Context: an optimization exercise on an open-source flow, tuned for small area, a short achievable clock period and few clock cycles per item. The choices shown serve that exercise and are no tape-out recipe. RTL that was checked went through simulation tests only; none was proved equivalent to the original. No activity file was given, so power comes from the tool's default toggle rates.

Design vvdiv, start of the top module:
module vvdiv #(
    parameter int VECTOR_SIZE = 16,
    parameter int INT_SIZE    = 16
) (
    input  logic                                  clock,
    input  logic                                  resetn,
    input  logic                                  in_valid,
    output logic                                  in_ready,
    input  logic [VECTOR_SIZE-1:0][INT_SIZE-1:0]  a,
    input  logic [VECTOR_SIZE-1:0][INT_SIZE-1:0]  x,
    output logic                                  out_valid,
    input  logic                                  out_ready,
    output logic [VECTOR_SIZE-1:0][INT_SIZE-1:0]  q,
    output logic [VECTOR_SIZE-1:0][INT_SIZE-1:0]  r,
    output logic [VECTOR_SIZE-1:0]                dz
);
    localparam int ITERS      = 1;
    localparam int LOAD_ITERS = 3;
    localparam int STEPS      = (INT_SIZE - LOAD_ITERS) / ITERS;
    localparam int CW         = $clog2(STEPS + 1);
    logic          busy;
    logic [CW-1:0] cnt;
    logic [VECTOR_SIZE-1:0][INT_SIZE-1:0] xr, rm, qa;
    logic [VECTOR_SIZE-1:0] zr;
    logic idle;
    assign in_ready = idle;
    always_ff @(posedge clock or negedge resetn) begin
        if (!resetn) begin
            idle      <= 1'b1;
            busy      <= 1'b0;
            cnt       <= '0;
            out_valid <= 1'b0;
        end else if (busy) begin
            cnt <= cnt - 1'b1;
            if (cnt == CW'(1)) begin
                busy      <= 1'b0;
                out_valid <= 1'b1;
            end
        end else if (out_valid) begin
            if (out_ready) begin
  ...
For scale: roughly 5900 cells after synthesis, ~790 flip-flops, roughly 1000 I/O pins.
export LEC_CHECK = 0
export ABC_AREA = 1
export CAP_MARGIN = 20
export CORE_MARGIN = 2
export CORE_UTILIZATION = 50
export CTS_CLUSTER_DIAMETER = 80
export CTS_CLUSTER_SIZE = 24
export SETUP_SLACK_MARGIN = 5.0
export SLEW_MARGIN = 20
create_clock -name core_clock -period 8.0 [get_ports {clock}]
standard.sh (not shown) runs the stock make flow with config.mk's settings and CLKGATE_MAP_FILE= SYNTH_SCRIPT=/design/flow/synth_recipe.tcl, a recipe that flattens the netlist after the stock synthesis.
==> flow/flow/run.sh <==
#!/bin/bash
# The standard layout, with plain buffers on the ports instead of the delay
# buffers buffer_ports picks by default. Every port still gets its own buffer.
set -euo pipefail
export ADDER_MAP_FILE=
export BUFFER_PORTS_ARGS="-buffer_cell sky130_fd_sc_hd__buf_1"
bash standard.sh > standard.log 2>&1
Testbench counts at the start, summed over its fixed seeds: cycles 3,840, items 256.
Next try:
--- a/flow/flow/run.sh
+++ b/flow/flow/run.sh
@@ -4,3 +4,2 @@
 set -euo pipefail
-export ADDER_MAP_FILE=
 export BUFFER_PORTS_ARGS="-buffer_cell sky130_fd_sc_hd__buf_1"
- CORE_UTILIZATION: 50 -> 40
- CTS_CLUSTER_DIAMETER: 80 -> unset
- CTS_CLUSTER_SIZE: 24 -> unset
Effect: Power goes up by 19%. Clock skew is higher by 0.0056 ns. Setup slack is worse by 0.52 ns. Utilization is lower by 6.0 points. Combinational power is higher by 23%. Die area is higher by 44%. Synthesized cell count went up by about 11%. Routed wire length went up by 3.4%. Global-route usage goes down by 11 points.
Next try:
--- a/flow/flow/run.sh
+++ b/flow/flow/run.sh
@@ -4,2 +4,3 @@
 set -euo pipefail
+export ADDER_MAP_FILE=
 export BUFFER_PORTS_ARGS="-buffer_cell sky130_fd_sc_hd__buf_1"
- PLACE_DENSITY: unset -> 0.75
=> The changed run went through all stages and came out clean. Via count is lower by 6.4%. Clock-buffer cell count drops by 13. Cell count falls by 13%. Die area decreases by 13%. Design area decreases by 20%. Power is lower by 9.3%. Synthesized cell count went down by 10%. Combinational power goes down by 17%.
Next try:
==> flow/flow/run.sh (replaced) <==
#!/bin/bash
# The standard layout, with plain buffers on the ports instead of the delay
# buffers buffer_ports picks by default (every port still gets its own buffer),
# no adder cells in synthesis, and timing repair aimed below a 2.6 ns period.
set -euo pipefail
export ADDER_MAP_FILE=
export BUFFER_PORTS_ARGS="-buffer_cell sky130_fd_sc_hd__buf_1"
bash standard.sh SETUP_SLACK_MARGIN=5.4 finish > standard.log 2>&1
- CORE_UTILIZATION: 40 -> 50
- PLACE_DENSITY: 0.75 -> unset
- SETUP_SLACK_MARGIN: 5.0 -> unset
After rerunning: Power climbs by 11%; register-to-register slack is better by 0.39 ns; utilization climbs by 18 points; clock skew drops by 0.018 ns; maximum frequency climbs by 1.3%; setup slack is better by 0.039 ns.

---

Another version of the RTL of vvdiv (not shown whole).
==> flow/config.mk <==
export PLATFORM = sky130hd
export DESIGN_NAME = vvdiv
export DESIGN_NICKNAME = vvdiv
export VERILOG_FILES = /design/flow/design.v
export SDC_FILE = /design/flow/constraint.sdc
export NUM_CORES = 4
export LEC_CHECK = 0
export CAP_MARGIN = 20
export CORE_MARGIN = 2
export CORE_UTILIZATION = 40
export SLEW_MARGIN = 20
==> flow/constraint.sdc <==
create_clock -name core_clock -period 8.0 [get_ports {clock}]
set_input_delay 1.6000 -clock core_clock [delete_from_list [all_inputs] [get_ports {clock}]]
set_output_delay 1.6000 -clock core_clock [all_outputs]
set_load 0.01 [all_outputs]
==> flow/flow/run.sh <==
#!/bin/bash
# The standard layout, with plain buffers on the ports instead of the delay
# buffers buffer_ports picks by default. Every port still gets its own buffer.
set -euo pipefail
export BUFFER_PORTS_ARGS="-buffer_cell sky130_fd_sc_hd__buf_1"
bash standard.sh > standard.log 2>&1
The starting point produced a clean layout.
Edit:
==> flow/run.sh (new file) <==
#!/bin/bash
# synth_recipe.tcl (not shown) runs the flow's synth.tcl, then flattens the netlist and writes it again
# the make line also repeats each setting of config.mk as NAME=value (left out here)
make -C /OpenROAD-flow-scripts/flow DESIGN_CONFIG=/design/flow/config.mk WORK_HOME=/design/flow/orfs CLKGATE_MAP_FILE= SYNTH_SCRIPT=/design/flow/synth_recipe.tcl finish
removed: flow/flow/run.sh
removed: flow/standard.sh
The changed run ran to the end with no violations.
Maximum frequency came out lower by 12%.
Via count goes down by 0.40%.
Total power went up by 6.8%.
Sequential cell count does not change.
Worst setup slack degrades by 0.55 ns.
Function was not checked in any run of this note: the RTL went through the layout flow alone.

---

vvdiv with an RTL version that a note above also has.
Size: about 5900 cells after synthesis, about 790 flip-flops, roughly 1000 I/O pins, ~0.047 mm^2 of cells after synthesis.
export LEC_CHECK = 0
export ABC_AREA = 1
export CAP_MARGIN = 20
export CORE_MARGIN = 2
export CORE_UTILIZATION = 55
export SETUP_SLACK_MARGIN = 5.0
export SLEW_MARGIN = 20
create_clock -name core_clock -period 8.0 [get_ports {clock}]
==> flow/flow/run.sh <==
#!/bin/bash
# The standard layout, with plain buffers on the ports instead of the delay
# buffers buffer_ports picks by default. Every port still gets its own buffer.
set -euo pipefail
export ADDER_MAP_FILE=
export BUFFER_PORTS_ARGS="-buffer_cell sky130_fd_sc_hd__buf_1"
bash standard.sh > standard.log 2>&1
Testbench counts at the start, summed over its fixed seeds: cycles 3,840, items 256.
Change:
- CORE_UTILIZATION: 55 -> 40
- CTS_CLUSTER_DIAMETER: default -> 50
- CTS_CLUSTER_SIZE: default -> 16
Effect: Routed wire length falls by 11%; power is higher by 4.0%; design area grows by 4.3%; first-iteration DRC count fell by 33%; global-route usage came out lower by 14 points; die area climbs by 37%; worst hold slack is worse by 0.012 ns; setup slack gets worse by 0.024 ns; final cell count grows by 6.2%.
Change:
- CORE_UTILIZATION: 40 -> 46
- CTS_CLUSTER_DIAMETER: 50 -> default
- CTS_CLUSTER_SIZE: 16 -> default
Effect:
- first-iteration DRC count is higher by about a fifth
- worst setup slack is better by 0.096 ns
- count of clock-buffer cells in the layout is lower by 21
- die area is lower by roughly a tenth
- sequential share of layout area is higher by 1.4 points
Change:
- CORE_UTILIZATION: 46 -> 40
- PLACE_DENSITY: default -> 0.45
=>
- combinational power stays flat
- via count came out lower by about 2%
- sequential share of layout area falls by 0.28 points
- sequential cell count stays the same
- count of clock-buffer cells in the layout goes up by 7
- total power barely changes
- global-route usage went down by 3.6 points
Change:
- CTS_BUF_LIST: default -> sky130_fd_sc_hd__clkbuf_4
- PLACE_DENSITY: 0.45 -> default
=>
- area after synthesis stays the same
- maximum frequency shrinks by about a fifth
- power went up by a little under a tenth
- via count rises by a few percent
- utilization rose by 4.0 points
Change:
- CTS_BUF_LIST: sky130_fd_sc_hd__clkbuf_4 -> default
- CTS_CLUSTER_DIAMETER: default -> 60
- CTS_CLUSTER_SIZE: default -> 20
The new run completed without violations; via count fell by 4.9%; cell area falls by 6.8%; sequential cell count does not change; worst setup slack gains 0.50 ns; critical path depth does not change; core utilization decreases by 3.5 points; clock skew falls by 0.049 ns.

---

== v6 ==
Another version of the RTL of vvdiv (not shown whole).
For scale: roughly 3700 cells after synthesis, about 1000 I/O pins, ~0.043 mm^2 of cells after synthesis.
export LEC_CHECK = 0
export CAP_MARGIN = 20
export CORE_MARGIN = 2
export CORE_UTILIZATION = 40
export SETUP_SLACK_MARGIN = 4.5
export SLEW_MARGIN = 20
create_clock -name core_clock -period 8.0 [get_ports {clock}]
Scripts as last shown in full above: flow/flow/run.sh
Testbench counts of v6, summed over its fixed seeds: cycles 4,096, items 256.
### v6 -> v7
# v6
export LEC_CHECK = 0
export CAP_MARGIN = 20
export CORE_MARGIN = 2
export CORE_UTILIZATION = 40
export SETUP_SLACK_MARGIN = 4.5
export SLEW_MARGIN = 20
create_clock -name core_clock -period 8.0 [get_ports {clock}]
# v7
export LEC_CHECK = 0
export ABC_AREA = 1
export CAP_MARGIN = 20
export CORE_MARGIN = 2
export CORE_UTILIZATION = 60
export CTS_CLUSTER_DIAMETER = 100
export CTS_CLUSTER_SIZE = 30
export SETUP_SLACK_MARGIN = 5.0
export SLEW_MARGIN = 20
create_clock -name core_clock -period 8.0 [get_ports {clock}]
[summary]
v7 did not finish; a tool error ended it in I/O pin placement. Horizontal extent of the die, v6 and v7, higher one = v6. Compared with v6, v7 shows synthesized cell count that has gone up by more than half. The final reports for v7 and v6 show fraction of the yosys area taken by sequential cells lower in the former. Between v6 and v7, the average cell area after synthesis is higher for v6. Synthesized area: v7 worse than v6.

---

Setup of R:
The RTL this note starts from:
==> flow/design.v <==
module vvdiv #(
    parameter int VECTOR_SIZE = 16,
    parameter int INT_SIZE    = 16
) (
    input  logic                                  clock,
    input  logic                                  resetn,
    input  logic                                  in_valid,
    output logic                                  in_ready,
    input  logic [VECTOR_SIZE-1:0][INT_SIZE-1:0]  a,
    input  logic [VECTOR_SIZE-1:0][INT_SIZE-1:0]  x,
    output logic                                  out_valid,
    input  logic                                  out_ready,
    output logic [VECTOR_SIZE-1:0][INT_SIZE-1:0]  q,
    output logic [VECTOR_SIZE-1:0][INT_SIZE-1:0]  r,
    output logic [VECTOR_SIZE-1:0]                dz
);
    localparam int ITERS      = 1;
    localparam int LOAD_ITERS = 3;
    localparam int STEPS      = (INT_SIZE - LOAD_ITERS) / ITERS;
    localparam int CW         = $clog2(STEPS + 1);
    logic          busy;
    logic [CW-1:0] cnt;
    logic [VECTOR_SIZE-1:0][INT_SIZE-1:0] xr, rm, qa;
    logic [VECTOR_SIZE-1:0] zr;
    logic idle;
    assign in_ready = idle;
    always_ff @(posedge clock or negedge resetn) begin
        if (!resetn) begin
            idle      <= 1'b1;
            busy      <= 1'b0;
            cnt       <= '0;
            out_valid <= 1'b0;
        end else if (busy) begin
            cnt <= cnt - 1'b1;
            if (cnt == CW'(1)) begin
                busy      <= 1'b0;
                out_valid <= 1'b1;
            end
        end else if (out_valid) begin
            if (out_ready) begin
                out_valid <= 1'b0;
                idle      <= 1'b1;
            end
        end else if (in_valid) begin
            idle <= 1'b0;
            busy <= 1'b1;
            cnt  <= CW'(STEPS);
        end
    end
    task automatic step(input logic [INT_SIZE-1:0] rv, input logic b,
                        input logic [INT_SIZE-1:0] xv,
                        output logic ge, output logic [INT_SIZE-1:0] rn);
        logic [INT_SIZE-1:0] t, g, p, c;
        t = {rv[INT_SIZE-2:0], b};
        g = t & ~xv;
        p = t | ~xv;
        g[0] = t[0] | ~xv[0];
        for (int l = 0; (1 << l) < INT_SIZE; l++) begin
            for (int j = 0; j < INT_SIZE; j++) begin
                if ((j >> l) & 1) begin
                    g[j] = g[j] | (p[j] & g[((j >> l) << l) - 1]);
                    p[j] = p[j] & p[((j >> l) << l) - 1];
                end
            end
        end
        c  = {g[INT_SIZE-2:0], 1'b1};
        ge = rv[INT_SIZE-1] | g[INT_SIZE-1];
        rn = ge ? (t ^ ~xv ^ c) : t;
    endtask
    for (genvar i = 0; i < VECTOR_SIZE; i++) begin : g_lane
        logic [INT_SIZE-1:0] rem_ld, qa_ld, rem_it, qa_it;
        always_comb begin
            logic [LOAD_ITERS-1:0] top, xs, qs, rs;
            top = a[i][INT_SIZE-1 -: LOAD_ITERS];
            xs  = x[i][LOAD_ITERS-1:0];
            qs  = xs == '0 ? '1 : top / xs;
            rs  = xs == '0 ? top : top % xs;
            if ((x[i] >> LOAD_ITERS) != '0) begin
                qs = '0;
                rs = top;
            end
            rem_ld = INT_SIZE'(rs);
            qa_ld  = {a[i][INT_SIZE-LOAD_ITERS-1:0], qs};
            rem_it = rm[i];
            qa_it  = qa[i];
            for (int k = 0; k < ITERS; k++) begin
                logic ge;
                step(rem_it, qa_it[INT_SIZE-1], xr[i], ge, rem_it);
                qa_it = {qa_it[INT_SIZE-2:0], ge};
            end
        end
        always_ff @(posedge clock) begin
            if (busy) begin
                rm[i] <= rem_it;
                qa[i] <= qa_it;
            end else if (idle) begin
                xr[i] <= x[i];
                zr[i] <= x[i] == '0;
                rm[i] <= rem_ld;
                qa[i] <= qa_ld;
            end
        end
        assign q[i]  = qa[i];
        assign r[i]  = rm[i];
        assign dz[i] = zr[i];
    end
endmodule
==> flow/config.mk <==
export PLATFORM = sky130hd
export DESIGN_NAME = vvdiv
export DESIGN_NICKNAME = vvdiv
export VERILOG_FILES = /design/flow/design.v
export SDC_FILE = /design/flow/constraint.sdc
export NUM_CORES = 4
export LEC_CHECK = 0
export ABC_AREA = 1
export CAP_MARGIN = 20
export CORE_MARGIN = 2
export CORE_UTILIZATION = 40
export CTS_BUF_LIST = sky130_fd_sc_hd__clkbuf_8
export SETUP_SLACK_MARGIN = 5.0
export SLEW_MARGIN = 20
==> flow/constraint.sdc <==
create_clock -name core_clock -period 8.0 [get_ports {clock}]
set_input_delay 1.6000 -clock core_clock [delete_from_list [all_inputs] [get_ports {clock}]]
set_output_delay 1.6000 -clock core_clock [all_outputs]
set_load 0.01 [all_outputs]
Scripts as last shown in full above: flow/flow/run.sh
R: PASS, flow complete, no timing, DRC or antenna violations
Testbench counts of R, summed over its fixed seeds: cycles 3,840, items 256.
#### Input delta (Q over R)
Settings: a deleted CTS_BUF_LIST that had been sky130_fd_sc_hd__clkbuf_8; a change of CORE_UTILIZATION from 40 to 50.
==> notes.md <==
- Q: flow completed, timing, DRC and antenna clean
- Q vs. R: post-detailed-route count of antenna-violating nets closely matched the old numbers, total sequential power picked up an extra about 1%, sum of internal, switching and leakage power saw a decrease.
- Between Q and R, minimum setup slack in the final design is lower for R, Q comes in above that.
- Summary of Q over R: cell count now smaller; power density over cell area now larger.

---

== run 1 ==
// vvdiv: RTL as listed in full above, without the edits since
==> flow/config.mk <==
export PLATFORM = sky130hd
export DESIGN_NAME = vvdiv
export DESIGN_NICKNAME = vvdiv
export VERILOG_FILES = /design/flow/design.v
export SDC_FILE = /design/flow/constraint.sdc
export NUM_CORES = 4
export LEC_CHECK = 0
export ABC_AREA = 1
export CAP_MARGIN = 20
export CORE_MARGIN = 2
export CORE_UTILIZATION = 50
export CTS_CLUSTER_DIAMETER = 100
export CTS_CLUSTER_SIZE = 30
export SETUP_SLACK_MARGIN = 5.0
export SLEW_MARGIN = 20
==> flow/constraint.sdc <==
create_clock -name core_clock -period 8.0 [get_ports {clock}]
set_input_delay 1.6000 -clock core_clock [delete_from_list [all_inputs] [get_ports {clock}]]
set_output_delay 1.6000 -clock core_clock [all_outputs]
set_load 0.01 [all_outputs]
Scripts as last shown in full above: flow/flow/run.sh
Testbench counts of run 1, summed over its fixed seeds: cycles 3,840, items 256.
The inputs of run 2 differ from those of run 1 as listed below.
Settings: a change of SETUP_SLACK_MARGIN from 5.0 to 4.7; a deleted CTS_CLUSTER_DIAMETER that had been 100; a deleted CTS_CLUSTER_SIZE that had been 30.
## What came out
Between run 1 and run 2, via count of the first global-routing pass increased. Total power: higher on run 2. Reported for run 2 and run 1, inserted tap cell count turned out identical to the last digit. Diff run 2..run 1 | number of max-slew violations in the final report | unchanged. Going from run 1 to run 2, count of clock-buffer cells in the layout grows by 67. Comparing run 2 against run 1, there is no change at all in number of DRC violations after detailed routing. Taking run 1 as the reference, in run 2 combinational share of power has decreased; minimum clock period after layout shows an increase of 0.28 ns.
> inputs changed (run 2 -> run 3)
Settings: CORE_UTILIZATION: 50 -> 40; SETUP_SLACK_MARGIN: 4.7 -> 5.0.
==> notes.md <==
Looking at final critical-path share of the clock period, run 3 sits 2.8 points below run 2. Setup-violating endpoint count in the final report: run 2 vs run 3 identical. Taking run 2 as the reference, in run 3 overall die height increased 12%; area growth from synthesis to final layout has increased; cell area after layout increased 0.0013 mm²; floorplan core area went up 0.024 mm². Run 2 → run 3: average wire per cell in the routed design went down by 2.5 µm, number of standard cells in the layout, taps in and fillers out went up by 3.8%, power density of the placed cells was more or less identical, area enclosed by the die boundary went up by about 25%, critical path arrival went down by 0.22 ns.
The following lists how run 4 was set up differently from run 3:
Settings: a change of CORE_UTILIZATION from 40 to 50; a change of SETUP_SLACK_MARGIN from 5.0 to 4.85.
Notes after the runs:
- Combinational power delta (run 4 -> run 3): insignificant
- Run 4 against run 3: residual overflow from global routing barely changed, clock buffer count from CTS dropped 5, via count climbed about 2.4%, cell area dropped about 2.1%.
- Measured against each other, run 4 and run 3 differ in internal cell power, the lower figure coming from run 4.
- Run 4 reports a higher met1 global-route usage than run 3 does.

[afterwards: timing with drivers on the ports]
The flow's constraints put no driver on any port. The routed layouts listed below were extracted and timed again, unchanged, in two steps.
Step 1: set_driving_cell puts a clkbuf_16 on clock and a buf_2 on each other input, an assumption about the parent block.
Step 2 also shifts input and output timing later by t, the mid clock arrival at the registers, as if the neighbouring blocks saw the same clock.
a / b / c = ideal / step 1 / step 2; a / b = the first two.
| run | t, ns | setup WS [ns] | slew at the worst register clock pin (ns) | worst data-port slew with drivers (ns) | pins driven straight from the clock port |
|---|---|---|---|---|---|
| the first run of note 1 | 0.744 | 4.989 / 4.911 / 4.411 | 0.10 / 0.10 | 0.28 | 1 |
| the second run of note 1 | 0.770 | 4.469 / 4.505 / 3.735 | 0.07 / 0.07 | 0.16 | 1 |
| the third run of note 1 | 0.771 | 4.938 / 4.860 / 4.416 | 0.07 / 0.07 | 0.22 | 1 |
| the fourth run of note 1 | 0.770 | 4.977 / 4.895 / 4.609 | 0.06 / 0.06 | 0.27 | 1 |
| the first run of note 2 | 0.746 | 3.912 / 3.833 / 4.321 | 0.06 / 0.06 | 0.23 | 1 |
| the second run of note 2 | 0.750 | 3.360 / 3.284 / 3.768 | 0.06 / 0.06 | 0.21 | 1 |
| the first run of note 3 | 0.748 | 4.923 / 4.848 / 4.353 | 0.07 / 0.07 | 0.29 | 1 |
| the second run of note 3 | 0.797 | 4.898 / 4.820 / 4.388 | 0.07 / 0.07 | 0.21 | 1 |
| the third run of note 3 | 0.740 | 4.994 / 4.924 / 4.339 | 0.07 / 0.07 | 0.22 | 1 |
| the fourth run of note 3 | 0.763 | 4.952 / 4.869 / 4.474 | 0.06 / 0.06 | 0.25 | 1 |
| the fifth run of note 3 | 1.268 | 4.425 / 4.354 / 4.328 | 0.08 / 0.08 | 0.20 | 1 |
| the sixth run of note 3 | 0.784 | 4.920 / 4.841 / 4.347 | 0.09 / 0.09 | 0.22 | 1 |
| v6 | 0.743 | 4.487 / 4.487 / 4.122 | 0.07 / 0.07 | 0.24 | 1 |
| R | 0.930 | 4.767 / 4.694 / 4.359 | 0.07 / 0.07 | 0.22 | 1 |
| Q | 0.764 | 4.988 / 4.908 / 4.318 | 0.07 / 0.07 | 0.27 | 1 |
| run 1 | 0.686 | 5.007 / 4.932 / 4.458 | 0.12 / 0.12 | 0.28 | 1 |
| run 2 | 0.764 | 4.729 / 4.651 / 4.322 | 0.07 / 0.07 | 0.29 | 1 |
| run 3 | 0.764 | 4.955 / 4.876 / 4.409 | 0.07 / 0.07 | 0.22 | 1 |
| run 4 | 0.766 | 4.870 / 4.788 / 4.305 | 0.07 / 0.07 | 0.29 | 1 |
After both steps every run listed still meets setup and hold. The setup slack of the second run of note 1, which loses most, moves by +0.036 ns with the drivers and by -0.734 ns with both steps.
